Background: an optimization exercise with open tools, aiming at small area and a short achievable clock period. Do not read the settings as production practice. The RTL was checked by simulation tests, not by an equivalence proof against the original design. Power is estimated from default activity; no workload was simulated.

File: flow/config.mk
export PLATFORM = sky130hd
export DESIGN_NAME = pcoeff_result_collector
export DESIGN_NICKNAME = pcoeff_result_collector
export VERILOG_FILES = /design/flow/design.v
export SDC_FILE = /design/flow/constraint.sdc
export NUM_CORES = 4
export LEC_CHECK = 0
export CAP_MARGIN = 20
export CORE_MARGIN = 2
export CORE_UTILIZATION = 40
export PLACE_DENSITY = 0.6
export SLEW_MARGIN = 20
File: flow/constraint.sdc
create_clock -name core_clock -period 5.0 [get_ports {clk}]
set_input_delay 1.0000 -clock core_clock [delete_from_list [all_inputs] [get_ports {clk}]]
set_output_delay 1.0000 -clock core_clock [all_outputs]
set_load 0.01 [all_outputs]
File: flow/design.v
`default_nettype none
module pcoeff_result_collector #(
  parameter int DEPTH = 64,
  parameter int SLACK = 16
) (
  input  logic                     clk,
  input  logic                     rst,
  input  logic                     resultValid_i,
  input  logic [47:0]              pcoeffSum_i,
  input  logic [12:0]              pcoeffCount_i,
  input  logic                     eccStatus_i,
  output logic                     slowDown_o,
  output logic                     outValid_o,
  input  logic                     outReady_i,
  output logic [47:0]              outSum_o,
  output logic [12:0]              outCount_o,
  output logic [$clog2(DEPTH):0]   occupancy_o,
  output logic [63:0]              totalSum_o,
  output logic [31:0]              resultsReceived_o,
  output logic                     overflowError_o,
  output logic                     eccErrorSticky_o
);
  localparam int AW = $clog2(DEPTH);
  localparam int OW = AW + 1;
  localparam logic [OW-1:0] FULL_LVL   = OW'(DEPTH);
  localparam logic [OW-1:0] SLOW_LVL   = OW'(DEPTH - SLACK);
  logic [60:0]   mem_q [DEPTH];
  logic [AW-1:0] wr_ptr_q, rd_ptr_q, rd_ptr_d;
  logic [OW-1:0] count_q, count_d, count_after_pop;
  logic          outValid_q, slowDown_q, overflow_q, ecc_q;
  logic [60:0]   head_q, head_d;
  logic [63:0]   totalSum_q;
  logic [31:0]   received_q;
  logic          w_push, w_pop, w_drop;
  assign w_pop  = outValid_q && outReady_i;
  assign w_push = resultValid_i && ((count_q != FULL_LVL) || w_pop);
  assign w_drop = resultValid_i && !w_push;
  always_comb begin
    count_d         = count_q;
    count_after_pop = w_pop ? (count_q - OW'(1)) : count_q;
    rd_ptr_d        = rd_ptr_q + AW'(w_pop);
    case ({w_push, w_pop})
      2'b10:   count_d = count_q + OW'(1);
      2'b01:   count_d = count_q - OW'(1);
      default: count_d = count_q;
    endcase
    if (count_after_pop == '0) head_d = {pcoeffSum_i, pcoeffCount_i};
    else                       head_d = mem_q[rd_ptr_d];
  end
  always_ff @(posedge clk) begin
    if (!rst && w_push) mem_q[wr_ptr_q] <= {pcoeffSum_i, pcoeffCount_i};
  end
  always_ff @(posedge clk) begin
    if (rst) begin
      wr_ptr_q   <= '0;
      rd_ptr_q   <= '0;
      count_q    <= '0;
      outValid_q <= 1'b0;
      head_q     <= '0;
      slowDown_q <= 1'b0;
      totalSum_q <= '0;
      received_q <= '0;
      overflow_q <= 1'b0;
      ecc_q      <= 1'b0;
    end else begin
      if (w_push) begin
        wr_ptr_q   <= wr_ptr_q + AW'(1);
        totalSum_q <= totalSum_q + {16'b0, pcoeffSum_i};
        received_q <= received_q + 32'd1;
      end
      rd_ptr_q   <= rd_ptr_d;
      count_q    <= count_d;
      outValid_q <= (count_d != '0);
      if (count_d != '0) head_q <= head_d;
      slowDown_q <= (count_d >= SLOW_LVL);
      overflow_q <= overflow_q | w_drop;
      ecc_q      <= ecc_q | eccStatus_i;
    end
  end
  assign slowDown_o        = slowDown_q;
  assign outValid_o        = outValid_q;
  assign outSum_o          = head_q[60:13];
  assign outCount_o        = head_q[12:0];
  assign occupancy_o       = count_q;
  assign totalSum_o        = totalSum_q;
  assign resultsReceived_o = received_q;
  assign overflowError_o   = overflow_q;
  assign eccErrorSticky_o  = ecc_q;
endmodule
`default_nettype wire
File: flow/run.sh
#!/bin/bash
# synth_recipe.tcl (not shown) runs the flow's synth.tcl, then flattens the netlist and writes it again
# the make line also repeats each setting of config.mk as NAME=value (left out here)
make -C /OpenROAD-flow-scripts/flow DESIGN_CONFIG=/design/flow/config.mk WORK_HOME=/design/flow/orfs CLKGATE_MAP_FILE= SYNTH_SCRIPT=/design/flow/synth_recipe.tcl finish
==> results.yml, run 1 <==
run_status:
  status: "no timing/DRC/antenna violations"
global_route:
  grt_pass1_vias: 79500
  grt_start_max_net_pins: 91
  grt_usage: 0.239
  gr-total-overflow: 0
  grt_pass1_wl_um: 661000
  antenna_found_initial: 40
critical_path:
  start_kind: "primary input"
  path_max_fanout: 27
  worstPathArrival_ns: 5.01
  path_class: "in -> reg"
  cp-end-kind: "flop"
  crit_top_cell: "mux4_2"
  cpPeakStageDelay_ns: 0.63
  rr_worst_depth: 11
  required_ns: 5.79
  worstPathCellList: "clkdlybuf4s50_1, nand2_1, inv_1, ha_4, buf_12, buf_12, mux4_2, mux4_2, mux4_2, mux2_2, mux2i_1, nor2_1"
  slowest_stage: "ha_4"
synth:
  ys_warn_count: 1
  syn_nets: 7003
  synth_area_sq_mm: 0.159
  async_flop_share: 0
  synthCells: 6882
  ys_types: 68
  synth.avg_cell_area_sq_um: 23.0
  yosys.area.top_type: "edfxtp_1"
  yosys-top-cells-area: "edfxtp_1, mux4_2, dfxtp_1"
  synth_edf_count: 3904
  synth_top_cell_area_share: 0.739
  ys_seq_area_frac: 0.762
  synthTopCellsByCount: "edfxtp_1, mux4_2, nor2_1"
  ys_ff_latch: 4084
  yosysMostFrequentCell: "edfxtp_1"
  synth_ff_type: "edfxtp_1"
routing:
  routed-via-count: 80600
  drt_wl_total_um: 485000
  drt_iter0_markers: 12400
  wl_per_cell_um: 36.6
  ant_nets: 0
  vias_per_cell: 6.08
  firstDrtPassIters: 6
  post-route-drc-count: 0
placed_design:
  hpwl_um: 267000
  place_area_sq_mm: 0.173
  preCtsSetupSlack_ns: -0.144
  place_congestion: 0.815
  port_buffers: 233
die:
  num_io_pins: 234
  num_rows: 231
  fp.dieW_um: 634
  start_util: 0.401
  core_sq_mm: 0.395
  die_h_um: 634
  die_area_sq_mm: 0.402
finish:
  ff_latch_area_sq_mm: 0.121
  area_delta_synth_final_pct: 17.4
  fin_util: 0.471
  multiInputGateArea_sq_mm: 0.0368
  drive_gt1_frac: 0.319
  nNetsFinal: 7783
  fin_area_sq_mm: 0.186
  fillers: 32100
cts:
  h-tree-depth: 5
  cts_hold_buf: 0
  post_cts_buffers: 0
  clk_pin_slew_ns: 0.06
  cts_buffers: 414
  cts.sinks: 4084
  cts_tree: "built"
  clock_latency_ns: 0.99
  cts_root_buf: "clkbuf_16"
  cts_resized: 0
  clock_path_buffers: 4
sta:
  fin_tns_setup_ns: 0
  fmax_ghz: 0.237
  fin_ws_ns: 0.781
  fin_skew_ns: 0.0472
  period_needed_ns: 4.22
  rsz0062_at_grt: "false"
  max-slew-margin-rel: 0.266
  fin_crit_sh: 0.844
  slew_viol_final: 0
  hold_viol: 0
  tightest_slew_ns: 1.10
  setup_viol: 0
hold_path:
  holdCritPathClass: "in -> reg"
  whs_path_depth: 1
flow_run:
  maxCapViolCount: 0
pwr:
  power_density_mw_per_mm2: 418
  p_leak_nw: 57.3
  vdd_ir_drop_max_mv: 0.363
## critical path, delay by kind of cell
| family | cells | cell delay (ns) |
|---|---|---|
| muxes | 5 | 1.97 |
| and+or+nand+nor | 2 | 0.18 |
| buffers and inverters | 4 | 1.16 |
| adders and majority gates | 1 | 0.63 |
## metrics by stage
stage | instances | total power [mW] | hold slack (ns)
2_1_floorplan | 6882 | 44.9 | 0.489
3_3_place_gp | 12500 | 48.6 | 0.463
3_5_place_dp | 12500 | 48.7 | 0.467
4_1_cts | 13300 | 78.3 | 0.389
5_1_grt | 13300 | 80.1 | 0.428
6_report | 13300 | 77.8 | 0.450
## final cells by class
type / count / area share
timing repair buffer: 731 / 0.0478
tap: 5242 / 0.0352
inverter: 18 / 0.000363
antenna: 16 / 0.000215
multi-input combinational: 2413 / 0.198
clock buffer: 554 / 0.0600
sequential: 4084 / 0.649
clock inverter: 211 / 0.00980
## path summary, 6_finish.rpt
path                   start             end  slack [ns]
max               outReady_i       head_q[8]        0.78
min          pcoeffSum_i[29]   mem_q[12][42]        0.45
max reg2reg       outValid_q       head_q[8]        0.95
min reg2reg   totalSum_q[25]  totalSum_q[25]        0.48
## placed cells by master, fill, tap and decap left out, types with 9 or more instances in the layout
master	synthesis	layout
clkbuf_16	0	420
a211o_1	9	9
a21o_1	12	12
mux2_2	76	76
edfxtp_1	3904	3904
clkinv_1	0	97
o211ai_1	11	11
buf_4	10	251
nand2_1	121	121
a21oi_1	109	109
a31oi_1	11	11
buf_2	80	59
o21ai_0	58	58
ha_1	54	52
clkbuf_8	0	16
nand3_1	43	43
nor2_1	240	177
a211oi_1	17	17
mux4_2	1281	1281
clkinvlp_4	0	13
xnor2_1	27	27
o21a_1	12	12
and3_1	23	23
xor2_1	40	36
nor2_4	0	63
inv_1	18	18
nand4_1	28	28
clkbuf_1	227	118
mux2i_1	62	62
diode_2	0	16
bufinv_16	0	21
or3_1	20	20
nor3_1	14	13
buf_12	0	249
nand3b_1	25	25
clkdlybuf4s50_1	0	171
dfxtp_1	180	180
clkinv_2	0	50
nor2b_1	25	25
## registers in the layout (all words and copies together) (netlist names)
name and count:
mem_q 3904, count_q 7, overflow_q 1, totalSum_q 64, rd_ptr_q 6, ecc_q 1
received_q 32, outValid_q 1, wr_ptr_q 6, head_q 61, slowDown_q 1
## report_power, final
part | switching (mW) | internal, mW
sequential | 0.330 | 37.7
combinational | 4.69 | 5.10
clock | 13.2 | 16.8
total | 18.2 | 59.6
## cells by family after synthesis
| logic type | share of synthesized area |
|---|---|
| flip-flops | 0.762 |
| multiplexers | 0.191 |
| AO/OA/AOI/OAI | 0.0116 |
| adder cells (fa/ha/maj) | 0.00439 |
| buffers and inverters | 0.0101 |
| XOR/XNOR | 0.00370 |
| AND/OR/NAND/NOR | 0.0171 |
## routing by layer
metal,GRT usage,share of wire,vias up
met5,0,0.00014,-
met4,0.0792,0.036,12
met3,0.0377,0.093,766
met2,0.379,0.48,4445
met1,0.341,0.40,44300
li1,-,-,31100
==> run 2, diff against run 1 <==
==> flow/design.v (replaced) <==
`default_nettype none
module pcoeff_result_collector #(
  parameter int DEPTH = 64,
  parameter int SLACK = 16
) (
  input  logic                     clk,
  input  logic                     rst,
  input  logic                     resultValid_i,
  input  logic [47:0]              pcoeffSum_i,
  input  logic [12:0]              pcoeffCount_i,
  input  logic                     eccStatus_i,
  output logic                     slowDown_o,
  output logic                     outValid_o,
  input  logic                     outReady_i,
  output logic [47:0]              outSum_o,
  output logic [12:0]              outCount_o,
  output logic [$clog2(DEPTH):0]   occupancy_o,
  output logic [63:0]              totalSum_o,
  output logic [31:0]              resultsReceived_o,
  output logic                     overflowError_o,
  output logic                     eccErrorSticky_o
);
  localparam int AW = $clog2(DEPTH);
  localparam int OW = AW + 1;
  localparam int W  = 61;
  localparam logic [OW-1:0] FULL_LVL = OW'(DEPTH);
  localparam logic [OW-1:0] SLOW_LVL = OW'(DEPTH - SLACK);
  logic [W-1:0]  mem_q [DEPTH];
  logic [W-1:0]  din, head_q, head_mem;
  logic [AW-1:0] wr_q, rn_q;
  logic [OW-1:0] cnt_q;
  logic          valid_q, one_q, full_q, slow_q, overflow_q, ecc_q;
  logic [63:0]   totalSum_q;
  logic [31:0]   received_q;
  logic          pop, push, drop, up, dn;
  assign din  = {pcoeffSum_i, pcoeffCount_i};
  assign pop  = valid_q && outReady_i;
  assign push = resultValid_i && (!full_q || outReady_i);
  assign drop = resultValid_i && full_q && !outReady_i;
  assign up   = push && !pop;
  assign dn   = pop && !push;
  logic [DEPTH-1:0] wsel, rsel;
  always_comb begin
    for (int i = 0; i < DEPTH; i++) begin
      wsel[i] = (wr_q == AW'(i));
      rsel[i] = (rn_q == AW'(i));
    end
  end
  always_ff @(posedge clk) begin
    for (int i = 0; i < DEPTH; i++)
      if (wsel[i]) mem_q[i] <= din;
  end
  always_comb begin
    head_mem = '0;
    for (int i = 0; i < DEPTH; i++)
      head_mem = head_mem | ({W{rsel[i]}} & mem_q[i]);
  end
  always_ff @(posedge clk) begin
    if (!valid_q || outReady_i)
      head_q <= (valid_q && !one_q) ? head_mem : din;
  end
  logic [48:0] lo_sum;
  logic [15:0] hi_inc;
  assign lo_sum = {1'b0, totalSum_q[47:0]} + {1'b0, pcoeffSum_i};
  assign hi_inc = totalSum_q[63:48] + 16'd1;
  always_ff @(posedge clk) begin
    if (rst) begin
      wr_q       <= '0;
      rn_q       <= AW'(1);
      cnt_q      <= '0;
      valid_q    <= 1'b0;
      one_q      <= 1'b0;
      full_q     <= 1'b0;
      slow_q     <= 1'b0;
      totalSum_q <= '0;
      received_q <= '0;
      overflow_q <= 1'b0;
      ecc_q      <= 1'b0;
    end else begin
      if (push) begin
        wr_q       <= wr_q + AW'(1);
        totalSum_q <= {lo_sum[48] ? hi_inc : totalSum_q[63:48], lo_sum[47:0]};
        received_q <= received_q + 32'd1;
      end
      if (pop) rn_q <= rn_q + AW'(1);
      if (up) begin
        cnt_q   <= cnt_q + OW'(1);
        valid_q <= 1'b1;
        one_q   <= !valid_q;
        full_q  <= (cnt_q == FULL_LVL - OW'(1));
        slow_q  <= (cnt_q >= SLOW_LVL - OW'(1));
      end else if (dn) begin
        cnt_q   <= cnt_q - OW'(1);
        valid_q <= !one_q;
        one_q   <= (cnt_q == OW'(2));
        full_q  <= 1'b0;
        slow_q  <= (cnt_q >= SLOW_LVL + OW'(1));
      end
      overflow_q <= overflow_q | drop;
      ecc_q      <= ecc_q | eccStatus_i;
    end
  end
  assign slowDown_o        = slow_q;
  assign outValid_o        = valid_q;
  assign outSum_o          = head_q[60:13];
  assign outCount_o        = head_q[12:0];
  assign occupancy_o       = cnt_q;
  assign totalSum_o        = totalSum_q;
  assign resultsReceived_o = received_q;
  assign overflowError_o   = overflow_q;
  assign eccErrorSticky_o  = ecc_q;
endmodule
`default_nettype wire
==> results.yml, run 2 <==
routing:
  vias_per_cell: 7.10
  ant_nets: 0
  drt_wl_total_um: 659000
  drt_iter0_markers: 23600
  firstDrtPassIters: 8
  wl_per_cell_um: 46.5
  post-route-drc-count: 0
  routed-via-count: 101000
run_status:
  status: "no timing/DRC/antenna violations"
flow_run:
  maxCapViolCount: 0
pwr:
  power_density_mw_per_mm2: 409
  p_leak_nw: 54.6
  vdd_ir_drop_max_mv: 0.312
placed_design:
  preCtsSetupSlack_ns: 0.581
  placed_cells: 13400
  place_area_sq_mm: 0.162
  place_congestion: 0.896
  port_buffers: 233
  hpwl_um: 358000
global_route:
  grt_start_max_net_pins: 72
  grt_pass1_wl_um: 855000
  grt_pass1_vias: 91300
  antenna_found_initial: 47
  gr-total-overflow: 0
  grt_usage: 0.342
critical_path:
  worstPathCellList: "nand2b_2, nor2_4, buf_4, buf_4, a22o_1, a221oi_1, nand4_1, nor4_1, a21oi_1, buf_4"
  critPathBufInv: 3
  path_max_fanout: 17
  cp-end-kind: "flop"
  path_class: "reg -> reg"
  worstPathArrival_ns: 4.95
  crit_family: "simple AND/OR/NAND/NOR gates"
  r2r_slack_ns: 0.87
  start_kind: "flop"
  required_ns: 5.82
  crit_top_cell: "buf_4"
  cpPeakStageDelay_ns: 1.19
  slowest_stage: "nor2_4"
sta:
  fin_ws_ns: 0.869
  hold_viol: 0
  slew_viol_final: 0
  setup_viol: 0
  fin_crit_sh: 0.826
  tightest_slew_ns: 1.30
  period_needed_ns: 4.13
  fin_skew_ns: 0.107
  fin_tns_setup_ns: 0
  fmax_ghz: 0.242
  max-slew-margin-rel: 0.129
  rsz0062_at_grt: "false"
synth:
  ys_seq_area_frac: 0.818
  yosys-top-cells-area: "edfxtp_1, a22oi_1, a22o_1"
  syn_nets: 8300
  ys_warn_count: 2
  yosys.area.top_type: "edfxtp_1"
  synth_edf_count: 3965
  synth.avg_cell_area_sq_um: 18.2
  synth_top_cell_area_share: 0.802
  ys_types: 70
  yosysMostFrequentCell: "edfxtp_1"
  synth_ff_type: "edfxtp_1"
  async_flop_share: 0
  synthCells: 8168
  ys_ff_latch: 4086
  synthTopCellsByCount: "edfxtp_1, a22oi_1, a22o_1"
  synth_area_sq_mm: 0.149
finish:
  layout_common_cells: "edfxtp_1, a22oi_1, a22o_1"
  drive_gt1_frac: 0.139
  top_register: "mem_q"
  fin_cells: 14200
  fin_area_sq_mm: 0.175
  nNetsFinal: 8974
  fillers: 30500
  area_delta_synth_final_pct: 17.6
  largest_reg_flops: 3904
  reg_top3: "mem_q (3904), totalSum_q (64), head_q (61)"
  final_common_cell: "edfxtp_1"
cts:
  cts_resized: 0
  cts_hold_buf: 0
  h-tree-depth: 5
  cts.sinks: 4086
  clock_latency_ns: 1.00
  clock_path_buffers: 4
  clk_pin_slew_ns: 0.06
  cts_root_buf: "clkbuf_16"
  cts_tree: "built"
  cts_buffers: 397
  post_cts_buffers: 0
die:
  die_h_um: 613
  start_util: 0.402
  num_rows: 223
  fp.dieW_um: 613
  num_io_pins: 234
  die_area_sq_mm: 0.376
  core_sq_mm: 0.369
hold_path:
  holdCritPathClass: "in -> reg"
-- run 2: cell types whose count changed after synthesis, moves of 59 or more --
| cell | delta |
|---|---|
| mux2i_1 | -60 |
| clkbuf_1 | +111 |
| mux4_2 | -1281 |
| a21oi_1 | +121 |
| mux2_2 | -74 |
| buf_1 | +63 |
| nand4_1 | +241 |
| a22o_1 | +469 |
| edfxtp_1 | +61 |
| buf_2 | -74 |
| a22oi_1 | +937 |
| a221oi_1 | +459 |
| dfxtp_1 | -59 |
| nand3_1 | +175 |
-- run 2: cell type report --
type / count / area, sq um / share of cell area
diodes: 34 / 85.1 / 0.000487
clock buffers: 484 / 10500 / 0.0600
clock inverters: 248 / 2280 / 0.0131
inverters: 24 / 90.1 / 0.000516
multi-input cells: 3599 / 26200 / 0.150
flip-flops and latches: 4086 / 121000 / 0.696
well taps: 4950 / 6190 / 0.0355
repair buffers: 734 / 7820 / 0.0448
-- run 2: cells by family after synthesis --
logic type / synth area share
buf+inv: 0.0124
xor+xnor: 0.00495
compound gates: 0.120
flops: 0.818
simple gates: 0.0387
mux: 0.000286
fa+ha+maj: 0.00566
-- run 2: power by group --
| part | switching, mW | internal [mW] |
|---|---|---|
| Combinational | 2.27 | 0.975 |
| Sequential | 0.287 | 37.9 |
| Clock | 13.3 | 16.6 |
| Total | 15.9 | 55.5 |
-- run 2: per-layer routing --
metal  GRT usage  part of all wire  wire length (um)  vias up
li1            -                 -                 -    35900
met1       0.456              0.34            223000    51100
met2       0.485              0.41            272000    11200
met3       0.129              0.18            119000     2313
met4       0.184             0.067             44200       48
met5           0            0.0011               741        -
-- run 2: through the flow --
step / total power [mW] / utilization / hold slack, ns
4_1_cts: 71.1 / 0.473 / 0.388
2_1_floorplan: 40.0 / - / 0.469
5_1_grt: 72.7 / 0.473 / 0.438
6_report: 71.4 / 0.473 / 0.448
3_3_place_gp: 42.0 / 0.437 / 0.452
3_5_place_dp: 42.0 / 0.438 / 0.462
-- run 2: path summary, 6_finish.rpt --
kind | end | depth (start not counted) | startpoint
min | mem_q[58][13] | 2 | pcoeffSum_i[0]
min reg2reg | ecc_q | 2 | ecc_q
max | head_q[22] | 10 | rn_q[3]
max reg2reg | head_q[22] | 10 | rn_q[3]
==> run 3, diff against run 2 <==
--- a/flow/design.v
+++ b/flow/design.v
@@ -23,36 +23,43 @@
   localparam int AW = $clog2(DEPTH);
   localparam int OW = AW + 1;
   localparam int W  = 61;
+  localparam int NS = DEPTH - 1;    
   localparam logic [OW-1:0] FULL_LVL = OW'(DEPTH);
   localparam logic [OW-1:0] SLOW_LVL = OW'(DEPTH - SLACK);
-  logic [W-1:0]  mem_q [DEPTH];
+  logic [W-1:0]  mem_q [NS];
   logic [W-1:0]  din, head_q, head_mem;
   logic [AW-1:0] wr_q, rn_q;
   logic [OW-1:0] cnt_q;
   logic          valid_q, one_q, full_q, slow_q, overflow_q, ecc_q;
   logic [63:0]   totalSum_q;
   logic [31:0]   received_q;
-  logic          pop, push, drop, up, dn;
+  logic          pop, push, drop, up, dn, wen, wadv, radv;
   assign din  = {pcoeffSum_i, pcoeffCount_i};
   assign pop  = valid_q && outReady_i;
   assign push = resultValid_i && (!full_q || outReady_i);
   assign drop = resultValid_i && full_q && !outReady_i;
   assign up   = push && !pop;
   assign dn   = pop && !push;
-  logic [DEPTH-1:0] wsel, rsel;
+  assign wen  = !full_q || outReady_i;
+  assign wadv = push && valid_q && !(one_q && outReady_i);
+  assign radv = pop && !one_q;
+  logic [AW-1:0] wr_nxt, rn_nxt;
+  assign wr_nxt = (wr_q == AW'(NS - 1)) ? '0 : wr_q + AW'(1);
+  assign rn_nxt = (rn_q == AW'(NS - 1)) ? '0 : rn_q + AW'(1);
+  logic [NS-1:0] wsel, rsel;
   always_comb begin
-    for (int i = 0; i < DEPTH; i++) begin
-      wsel[i] = (wr_q == AW'(i));
+    for (int i = 0; i < NS; i++) begin
+      wsel[i] = wen && (wr_q == AW'(i));
       rsel[i] = (rn_q == AW'(i));
     end
   end
   always_ff @(posedge clk) begin
-    for (int i = 0; i < DEPTH; i++)
+    for (int i = 0; i < NS; i++)
       if (wsel[i]) mem_q[i] <= din;
   end
   always_comb begin
     head_mem = '0;
-    for (int i = 0; i < DEPTH; i++)
+    for (int i = 0; i < NS; i++)
       head_mem = head_mem | ({W{rsel[i]}} & mem_q[i]);
   end
   always_ff @(posedge clk) begin
@@ -66,7 +73,7 @@
   always_ff @(posedge clk) begin
     if (rst) begin
       wr_q       <= '0;
-      rn_q       <= AW'(1);
+      rn_q       <= '0;
       cnt_q      <= '0;
       valid_q    <= 1'b0;
       one_q      <= 1'b0;
@@ -77,12 +84,12 @@
       overflow_q <= 1'b0;
       ecc_q      <= 1'b0;
     end else begin
+      if (wadv) wr_q <= wr_nxt;
+      if (radv) rn_q <= rn_nxt;
       if (push) begin
-        wr_q       <= wr_q + AW'(1);
         totalSum_q <= {lo_sum[48] ? hi_inc : totalSum_q[63:48], lo_sum[47:0]};
         received_q <= received_q + 32'd1;
       end
-      if (pop) rn_q <= rn_q + AW'(1);
       if (up) begin
         cnt_q   <= cnt_q + OW'(1);
         valid_q <= 1'b1;
--- a/flow/config.mk
+++ b/flow/config.mk
@@ -9,4 +9,5 @@
 export CORE_MARGIN = 2
 export CORE_UTILIZATION = 40
 export PLACE_DENSITY = 0.6
+export SETUP_SLACK_MARGIN = 2.4
 export SLEW_MARGIN = 20
==> results.yml, run 3 <==
placed_design:
  port_buffers: 233
  place_congestion: 0.874
  hpwl_um: 337000
  placed_cells: 13300
cts:
  cts_tree: "built"
  clk_pin_slew_ns: 0.06
  cts_root_buf: "clkbuf_16"
  cts_hold_buf: 0
  cts_buffers: 394
  h-tree-depth: 5
  clock_latency_ns: 1.04
  cts.sinks: 4025
  clock_path_buffers: 4
global_route:
  grt_usage: 0.362
  grt_start_max_net_pins: 67
  grt_pass1_wl_um: 894000
  gr-total-overflow: 0
  grt_pass1_vias: 95500
  antenna_found_initial: 75
pwr:
  finalPower_mw: 70.8
  p_leak_nw: 60.9
  power_density_mw_per_mm2: 374
  vdd_ir_drop_max_mv: 0.302
hold_path:
  holdCritPathClass: "in -> reg"
synth:
  synth.avg_cell_area_sq_um: 17.9
  synth_area_sq_mm: 0.146
  ys_seq_area_frac: 0.817
  async_flop_share: 0
  ys_ff_latch: 4025
  yosys-top-cells-area: "edfxtp_1, a22oi_1, dfxtp_1"
  synthCells: 8169
  synth_edf_count: 3904
  yosys.area.top_type: "edfxtp_1"
  ys_warn_count: 2
  syn_nets: 8301
  synthTopCellsByCount: "edfxtp_1, a22oi_1, clkbuf_1"
  yosysMostFrequentCell: "edfxtp_1"
  synth_top_cell_area_share: 0.801
  ys_types: 74
  synth_ff_type: "edfxtp_1"
sta:
  max-slew-margin-rel: 0.207
  tightest_slew_ns: 1.19
  slew_viol_final: 0
  fmax_ghz: 0.313
  holdWs_ns: 0.431
  fin_skew_ns: 0.0557
  fin_crit_sh: 0.640
  period_needed_ns: 3.20
  hold_viol: 0
  rsz0062_at_grt: "true"
  fin_tns_setup_ns: 0
  setup_viol: 0
routing:
  drt_iter0_markers: 25600
  post-route-drc-count: 0
  vias_per_cell: 7.19
  ant_nets: 0
  drt_wl_total_um: 711000
  routed-via-count: 107000
  wl_per_cell_um: 47.9
  firstDrtPassIters: 11
critical_path:
  cpPeakStageDelay_ns: 0.41
  worstPathCellList: "ha_4, inv_2, fa_2, nand2b_4, a21o_4, a2111o_1, nand3_4, o2111ai_4, a211oi_4, o211ai_4, a2111oi_4, xnor2_1, nor2_1"
  slowest_stage: "a2111oi_4"
  crit_family: "compound AO/OA/AOI/OAI gates"
  worstPathArrival_ns: 4.08
  path_class: "reg -> reg"
  cp-end-kind: "flop"
  required_ns: 5.88
  path_max_fanout: 7
  start_kind: "flop"
  critPathBufInv: 1
die:
  die_area_sq_mm: 0.371
  num_io_pins: 234
  die_h_um: 609
  num_rows: 222
  start_util: 0.401
  fp.dieW_um: 609
  core_sq_mm: 0.365
flow_run:
  maxCapViolCount: 0
finish:
  reg_top3: "mem_q (3843), totalSum_q (64), head_q (61)"
  top_register: "mem_q"
  largest_reg_flops: 3843
  layout_common_cells: "edfxtp_1, a22oi_1, buf_4"
  final_common_cell: "edfxtp_1"
  area_delta_synth_final_pct: 29.2
  drive_gt1_frac: 0.304
  fin_cells: 14800
  fillers: 28400
  nNetsFinal: 9778
run_status:
  status: "no timing/DRC/antenna violations"
run 3: cell types whose count changed after synthesis, sizes merged, moves of 8 or more:
cell | previous run | this run
a22oi | 940 | 1535
a22o | 470 | 179
a221oi | 460 | 182
nor4 | 59 | 123
edfxtp | 3965 | 3904
nor3 | 72 | 12
nand4 | 269 | 328
a222oi | 35 | 0
nor2 | 290 | 310
nand2 | 173 | 165
o21bai | 4 | 12
run 3: stage by stage:
stage                     area (sq um)   util  worst slack, ns
after floorplan                 147000      -             1.35
after global routing            189000  0.518             1.68
after CTS                       184000  0.503             1.82
after detailed placement        160000  0.438            0.498
final                           189000  0.518             1.80
after global placement          160000  0.438            0.472
run 3: power by group:
part / switching, mW / leakage (nW) / internal (mW)
clock network: 13.4 / 6.07 / 16.5
logic: 2.35 / 18.5 / 1.16
registers: 0.191 / 36.3 / 37.3
run 3: repair_timing:
action | 4_1_cts | 5_1_grt
pin swaps | 470 | 420
gates resized for setup | 1734 | 527
endpoints found under the setup margin | 1736 | 232
gates cloned | 49 | 24
buffers inserted | 525 | 216
run 3: routing by layer:
metal	global-route usage	vias to the layer above	wire [um]	part of all wire
met4	0.255	48	68400	0.096
met5	0.00413	-	788	0.0011
li1	-	37300	-	-
met2	0.516	13000	291000	0.41
met3	0.142	3509	132000	0.19
met1	0.449	52800	219000	0.31
run 3: final cells by class:
class / instances / area [sq um] / share of cell area
Clock buffer: 506 / 10400 / 0.0551
Clock inverter: 201 / 2100 / 0.0111
Tap cell: 4816 / 6030 / 0.0319
Inverter: 23 / 95.1 / 0.000503
Antenna cell: 64 / 160 / 0.000847
Sequential cell: 4025 / 120000 / 0.634
Timing Repair Buffer: 1532 / 19200 / 0.101
Multi-Input combinational cell: 3670 / 31200 / 0.165
run 3: worst paths after layout:
| path | startpoint | end | slack (ns) | depth (start not counted) |
|---|---|---|---|---|
| setup reg to reg | totalSum_q[0] | totalSum_q[58] | 1.80 | 13 |
| hold / removal | pcoeffSum_i[0] | mem_q[51][13] | 0.43 | 1 |
| setup / recovery | totalSum_q[0] | totalSum_q[58] | 1.80 | 13 |
| hold reg to reg | totalSum_q[41] | totalSum_q[41] | 0.47 | 2 |
run 3: cells by family (layout without fill, tap and decap cells):
group,count (synthesis),count (layout),share of synthesized area
multiplexers,3,3,0.000214
flip-flops,4025,4025,0.817
other,0,64,0
buffers and inverters,475,2262,0.0125
AND/OR/NAND/NOR,1227,1228,0.0427
adder cells (fa/ha/maj),66,66,0.00574
AO/OA/AOI/OAI,2282,2282,0.116
XOR/XNOR,91,91,0.00544
==> run 4, diff against run 3 <==
--- a/flow/design.v
+++ b/flow/design.v
@@ -66,9 +66,26 @@
     if (!valid_q || outReady_i)
       head_q <= (valid_q && !one_q) ? head_mem : din;
   end
-  logic [48:0] lo_sum;
-  logic [15:0] hi_inc;
-  assign lo_sum = {1'b0, totalSum_q[47:0]} + {1'b0, pcoeffSum_i};
+  localparam int AL = 48;
+  localparam int LV = 6;    
+  logic [48:0]   lo_sum;
+  logic [15:0]   hi_inc;
+  logic [AL-1:0] pg_g [LV+1];
+  logic [AL-1:0] pg_p [LV+1];
+  assign pg_g[0] = totalSum_q[AL-1:0] & pcoeffSum_i;
+  assign pg_p[0] = totalSum_q[AL-1:0] ^ pcoeffSum_i;
+  for (genvar l = 0; l < LV; l++) begin : g_ks
+    for (genvar i = 0; i < AL; i++) begin : g_bit
+      if (i >= (1 << l)) begin : g_op
+        assign pg_g[l+1][i] = pg_g[l][i] | (pg_p[l][i] & pg_g[l][i-(1<<l)]);
+        assign pg_p[l+1][i] = pg_p[l][i] & pg_p[l][i-(1<<l)];
+      end else begin : g_pass
+        assign pg_g[l+1][i] = pg_g[l][i];
+        assign pg_p[l+1][i] = pg_p[l][i];
+      end
+    end
+  end
+  assign lo_sum = {pg_g[LV][AL-1], pg_p[0] ^ {pg_g[LV][AL-2:0], 1'b0}};
   assign hi_inc = totalSum_q[63:48] + 16'd1;
   always_ff @(posedge clk) begin
     if (rst) begin
--- a/flow/config.mk
+++ b/flow/config.mk
@@ -8,6 +8,8 @@
 export CAP_MARGIN = 20
 export CORE_MARGIN = 2
 export CORE_UTILIZATION = 40
+export CTS_CLUSTER_DIAMETER = 80
+export CTS_CLUSTER_SIZE = 25
 export PLACE_DENSITY = 0.6
 export SETUP_SLACK_MARGIN = 2.4
 export SLEW_MARGIN = 20
==> results.yml, run 4 <==
run_status:
  status: "no timing/DRC/antenna violations"
finish:
  layout_common_cells: "edfxtp_1, a22oi_1, buf_4"
  drive_gt1_frac: 0.270
  area_delta_synth_final_pct: 23.4
  final_common_cell: "edfxtp_1"
  reg_top3: "mem_q (3843), totalSum_q (64), head_q (61)"
  top_register: "mem_q"
  nNetsFinal: 9466
  largest_reg_flops: 3843
routing:
  wl_per_cell_um: 50.4
  ant_nets: 0
  vias_per_cell: 7.39
  drt_wl_total_um: 721000
  post-route-drc-count: 0
  drt_iter0_markers: 25200
  routed-via-count: 106000
  firstDrtPassIters: 10
critical_path:
  start_kind: "flop"
  r2r_end: "head_q[28]"
  worstPathCellList: "inv_4, ha_4, buf_12, nand2_8, nor2_4, buf_6, a22o_1, a221oi_1, nand3_1, nor4_4, a21oi_2, buf_4"
  r2r_slack_ns: 1.58
  path_max_fanout: 6
  worstPathArrival_ns: 4.09
  startpoint: "rn_q[0]"
  cpPeakStageDelay_ns: 0.84
  rr_worst_depth: 12
  critPathBufInv: 4
  crit_family: "simple AND/OR/NAND/NOR gates"
  cp-end-kind: "flop"
  rr_startpoint: "rn_q[0]"
  slowest_stage: "nor4_4"
  required_ns: 5.67
  path_class: "reg -> reg"
cts:
  cts.sinks: 4025
  cts_buffers: 194
  cts_root_buf: "clkbuf_16"
  cts_hold_buf: 0
  cts_tree: "built"
  clk_pin_slew_ns: 0.10
  clock_latency_ns: 0.99
  clock_path_buffers: 4
  h-tree-depth: 4
die:
  die_h_um: 609
  fp.dieW_um: 609
  die_area_sq_mm: 0.371
  num_io_pins: 234
  num_rows: 222
  start_util: 0.401
  core_sq_mm: 0.365
synth:
  synthTopCellsByCount: "edfxtp_1, a22oi_1, nand4_1"
  synth_area_sq_mm: 0.146
  async_flop_share: 0
  syn_nets: 8308
  yosys-top-cells-area: "edfxtp_1, a22oi_1, dfxtp_1"
  ys_types: 69
  ys_seq_area_frac: 0.817
  ys_ff_latch: 4025
  yosysMostFrequentCell: "edfxtp_1"
  synth_top_cell_area_share: 0.801
  synth_ff_type: "edfxtp_1"
  synth_edf_count: 3904
  yosys.area.top_type: "edfxtp_1"
  synthCells: 8176
  synth.avg_cell_area_sq_um: 17.9
  ys_warn_count: 4
global_route:
  antenna_found_initial: 79
  grt_start_max_net_pins: 70
  grt_pass1_vias: 92400
  grt_usage: 0.363
  gr-total-overflow: 0
  grt_pass1_wl_um: 891000
sta:
  fin_tns_setup_ns: 0
  setup_viol: 0
  period_needed_ns: 3.42
  rsz0062_at_grt: "true"
  tightest_slew_ns: 1.38
  fin_crit_sh: 0.684
  fmax_ghz: 0.293
  max-slew-margin-rel: 0.0828
  fin_skew_ns: 0.0932
  hold_viol: 0
  slew_viol_final: 0
  holdWs_ns: 0.343
placed_design:
  place_congestion: 0.890
  hpwl_um: 346000
  port_buffers: 233
hold_path:
  whs_path_depth: 1
  min_from: "pcoeffCount_i[10]"
  holdPathEnd: "mem_q[52][10]"
  holdCritPathClass: "in -> reg"
pwr:
  power_density_mw_per_mm2: 328
  p_leak_nw: 56.6
  vdd_ir_drop_max_mv: 0.337
flow_run:
  maxCapViolCount: 0
run 4: cell count changes in the layout (fill, tap and decap cells not counted), sizes merged, moves of 15 or more:
cell,change
bufinv,-31
o21ai,+19
clkbuf,-246
clkdlybuf4s15,+29
diode,+67
clkinv,-128
nor2,-15
nand3,+21
buf,-208
run 4: worst max-delay path by stage:
stage | end | slack, ns | cells after the start
after CTS | outSum_o[24] | 2.11 | 1
after global routing | head_q[28] | 1.76 | 12
after detailed placement | mem_q[13][31] | 0.92 | 6
after global placement | mem_q[13][30] | 0.96 | 6
final | head_q[28] | 1.58 | 12
after floorplan | totalSum_q[30] | 1.72 | 12
run 4: per-stage QoR:
stage | worst slack [ns] | util | cell area, sq um | std cells | total power, mW
final | 1.58 | 0.495 | 181000 | 14300 | 59.2
after global placement | 0.964 | 0.438 | 160000 | 13200 | 41.2
after detailed placement | 0.919 | 0.438 | 160000 | 13200 | 41.2
after CTS | 2.11 | 0.475 | 173000 | 13900 | 58.5
after global routing | 1.76 | 0.495 | 181000 | 14300 | 60.1
after floorplan | 1.72 | - | 147000 | 8176 | 39.4
run 4: kinds of logic after synthesis:
group | share of synthesized area
AO/OA/AOI/OAI | 0.116
XOR/XNOR | 0.00461
adder cells (fa/ha/maj) | 0.00574
buffers and inverters | 0.0130
flip-flops | 0.817
multiplexers | 0.000205
AND/OR/NAND/NOR | 0.0430
run 4: what timing repair did:
item,CTS,global route
setup endpoints to repair,2111,687
pin swaps,323,474
setup buffers,349,285
cloned,42,38
resized for setup,1222,824
run 4: area by class of cell:
type	instances	area, sq um
fill	29300	184000
sequential	4025	120000
multi-input combinational	3675	30900
timing repair buffer	1408	18000
tap	4816	6030
clock buffer	212	5030
clock inverter	29	348
antenna	131	328
inverter	30	129
run 4: routing by layer:
metal | part of all wire | track usage
met1 | 0.30 | 0.450
met2 | 0.41 | 0.516
met3 | 0.19 | 0.137
met4 | 0.10 | 0.270
met5 | 0.00071 | 0
run 4: power breakdown:
group          leakage [nW]  total, mW  switching (mW)  internal, mW
registers              36.3       37.5           0.253          37.2
clock network          2.63       18.2            10.8          7.39
logic                  17.7       3.54            2.39          1.15
==> run 5, diff against run 4 <==
--- a/flow/config.mk
+++ b/flow/config.mk
@@ -7,9 +7,9 @@
 export LEC_CHECK = 0
 export CAP_MARGIN = 20
 export CORE_MARGIN = 2
-export CORE_UTILIZATION = 40
+export CORE_UTILIZATION = 60
 export CTS_CLUSTER_DIAMETER = 80
 export CTS_CLUSTER_SIZE = 25
-export PLACE_DENSITY = 0.6
+export PLACE_DENSITY = 0.7
 export SETUP_SLACK_MARGIN = 2.4
 export SLEW_MARGIN = 20
==> results.yml, run 5 <==
sta:
  max-slew-margin-rel: 0.0480
  slew_viol_final: 0
  period_needed_ns: 3.44
  fin_skew_ns: 0.0475
  holdWs_ns: 0.480
  fmax_ghz: 0.290
  tightest_slew_ns: 1.43
  fin_crit_sh: 0.689
  rsz0062_at_grt: "true"
  fin_tns_setup_ns: 0
  setup_viol: 0
  hold_viol: 0
die:
  die_h_um: 498
  fp.dieW_um: 498
  core_sq_mm: 0.243
  start_util: 0.603
  num_rows: 181
  num_io_pins: 234
  die_area_sq_mm: 0.248
routing:
  vias_per_cell: 8.48
  ant_nets: 0
  wl_per_cell_um: 52.9
  post-route-drc-count: 0
  firstDrtPassIters: 17
  routed-via-count: 106000
  drt_wl_total_um: 664000
  drt_iter0_markers: 28400
critical_path:
  required_ns: 5.70
  rr_worst_depth: 10
  path_max_fanout: 15
  path_class: "reg -> reg"
  cpPeakStageDelay_ns: 1.11
  worstSetupEndpoint: "head_q[19]"
  worstPathArrival_ns: 4.14
  cp-end-kind: "flop"
  startpoint: "rn_q[1]"
  r2r_slack_ns: 1.56
  slowest_stage: "a22oi_1"
  r2r_end: "head_q[19]"
  rr_startpoint: "rn_q[1]"
  worstPathCellList: "inv_6, ha_4, nand2_8, nor2_4, clkbuf_16, buf_16, a22oi_1, nand3_1, nor4_2, a21oi_1"
  start_kind: "flop"
synth:
  synth_area_sq_mm: 0.146
  ys_ff_latch: 4025
  synth_ff_type: "edfxtp_1"
  synthTopCellsByCount: "edfxtp_1, a22oi_1, nand4_1"
  syn_nets: 8308
  synth.mux.area_fraction: 0.000205
  ys_warn_count: 4
  synthCells: 8176
  synthAdderAreaFrac: 0.00574
  yosysMostFrequentCell: "edfxtp_1"
  synth_top_cell_area_share: 0.801
  synth-compound-area-share: 0.116
  ys_seq_area_frac: 0.817
  synth_edf_count: 3904
  synth_top_family_by_area: "compound AO/OA/AOI/OAI gates"
  yosys-top-cells-area: "edfxtp_1, a22oi_1, dfxtp_1"
  yosys.area.top_type: "edfxtp_1"
  ys_types: 69
  async_flop_share: 0
  synth.avg_cell_area_sq_um: 17.9
  yosys.area_share.simple: 0.0430
  synth-xor-area-share: 0.00461
cts:
  cts_buffers: 186
  cts_root_buf: "clkbuf_16"
  cts_hold_buf: 0
  clock_path_buffers: 3
  h-tree-depth: 4
  clock_latency_ns: 0.94
  cts.sinks: 4025
  cts_tree: "built"
  clk_pin_slew_ns: 0.11
global_route:
  grt_usage: 0.499
  grt_pass1_wl_um: 818000
  grt_pass1_vias: 92000
  gr-total-overflow: 0
  grt_start_max_net_pins: 73
  antenna_found_initial: 79
finish:
  reg_top3: "mem_q (3843), totalSum_q (64), head_q (61)"
  nNetsFinal: 9345
  area_delta_synth_final_pct: 19.9
  top_register: "mem_q"
  multiInputGateArea_sq_mm: 0.0305
  largest_reg_flops: 3843
  drive_gt1_frac: 0.240
  fillers: 14100
  layout_common_cells: "edfxtp_1, a22oi_1, buf_4"
  final_common_cell: "edfxtp_1"
  ff_latch_area_sq_mm: 0.120
pwr:
  power_density_mw_per_mm2: 333
  vdd_ir_drop_max_mv: 0.317
  p_leak_nw: 55.5
hold_path:
  holdCritPathClass: "in -> reg"
  whs_path_depth: 4
placed_design:
  hpwl_um: 325000
  port_buffers: 233
  place_congestion: 0.900
flow_run:
  maxCapViolCount: 0
run_status:
  status: "no timing/DRC/antenna violations"
==> run 5: worst max-delay path: cells and delay by family (launching register included) <==
family / cells / cell delay [ns]
DFF: 1 / 0.47
adders and majority gates: 1 / 0.23
and+or+nand+nor: 4 / 0.78
AOI/OAI and AO/OA: 2 / 1.23
buffers and inverters: 3 / 0.46
==> run 5: cell type report <==
| class | count | area share |
|---|---|---|
| Sequential cell | 4025 | 0.683 |
| Multi-Input combinational cell | 3674 | 0.174 |
| Timing Repair Buffer | 1296 | 0.0890 |
| Clock buffer | 206 | 0.0280 |
| Tap cell | 3202 | 0.0228 |
| Clock inverter | 29 | 0.00171 |
| Antenna cell | 77 | 0.00110 |
| Inverter | 30 | 0.000756 |
==> run 5: metrics by stage <==
stage	area, sq um	util	instances	power (mW)	worst slack, ns
after global placement	157000	0.647	11600	41.0	0.904
final	176000	0.722	12500	58.5	1.56
after floorplan	147000	-	8176	39.4	1.72
after global routing	175000	0.722	12500	59.2	1.79
after detailed placement	157000	0.648	11600	41.0	0.894
after CTS	169000	0.695	12200	57.5	2.14
==> run 5: cells by family after synthesis <==
logic type      after synthesis
compound gates             2297
simple gates               1230
fa+ha+maj                    66
mux                           3
flops                      4025
buf+inv                     478
xor+xnor                     77
==> run 5: routing by layer <==
| layer | wire [um] | up-vias | GRT usage |
|---|---|---|---|
| met5 | 1450 | - | 0.00347 |
| met4 | 74900 | 74 | 0.368 |
| met3 | 144000 | 4639 | 0.237 |
| met2 | 259000 | 15000 | 0.687 |
| met1 | 184000 | 50400 | 0.614 |
| li1 | - | 36200 | - |
==> run 5: repair_timing <==
| item | in CTS | in global routing |
|---|---|---|
| pin swaps | 246 | 407 |
| gates cloned | 15 | 32 |
| setup endpoints to repair | 2047 | 524 |
| gates resized for setup | 915 | 713 |
| endpoints found under the hold margin | 0 | 0 |
| buffers inserted | 303 | 250 |
==> run 5: power by group <==
part	switching, mW	leakage (nW)	internal (mW)
sequential	0.233	36.3	37.2
clock	10.6	2.56	7.10
combinational	2.28	16.6	1.10
==> run 5: how the worst min path moves through the flow <==
| stage | startpoint | to |
|---|---|---|
| final | pcoeffSum_i[0] | totalSum_q[0] |
| after global routing | pcoeffSum_i[24] | mem_q[61][37] |
| after CTS | pcoeffSum_i[24] | mem_q[51][37] |
| after detailed placement | totalSum_q[29] | totalSum_q[29] |
| after global placement | ecc_q | ecc_q |
| after floorplan | totalSum_q[35] | totalSum_q[35] |

## re-timing with driven ports
In the flow no input, the clock included, has a driving cell. The finished layouts below were timed again as built, in two steps. Step 1 (the two cells are an assumption about what drives the block):
set clk [get_ports {clk}]
set_driving_cell -lib_cell sky130_fd_sc_hd__clkbuf_16 $clk
set_driving_cell -lib_cell sky130_fd_sc_hd__buf_2 [delete_from_list [all_inputs] $clk]
Step 2, shift: input delay + t, output delay - t, t = (earliest + latest rising clock arrival at the registers) / 2. This alone moves slack from input paths to output paths. Slacks: no drivers / after step 1 / after step 2; pairs: no drivers / after step 1.
run | t (ns) | slack for setup (ns) | latest minus earliest clock arrival (ns) | slew at the worst register clock pin (ns) | worst slew at a driven data input, ns
run 1 | 1.083 | 0.781 / 0.876 / -0.207 | 0.053 / 0.054 | 0.07 / 0.07 | 0.22
run 2 | 1.067 | 0.869 / 0.869 / 0.358 | 0.112 / 0.112 | 0.07 / 0.07 | 0.30
run 3 | 1.117 | 1.802 / 1.684 / 0.568 | 0.065 / 0.065 | 0.08 / 0.08 | 0.30
run 4 | 1.058 | 1.582 / 1.582 / 1.056 | 0.112 / 0.112 | 0.12 / 0.12 | 0.53
run 5 | 1.042 | 1.555 / 1.555 / 1.148 | 0.071 / 0.072 | 0.12 / 0.12 | 0.22
Met with ideal ports but missed after step 2: setup timing in run 1. The setup slack of run 3, which loses most, moves by -0.118 ns with the drivers and by -1.234 ns with both steps.
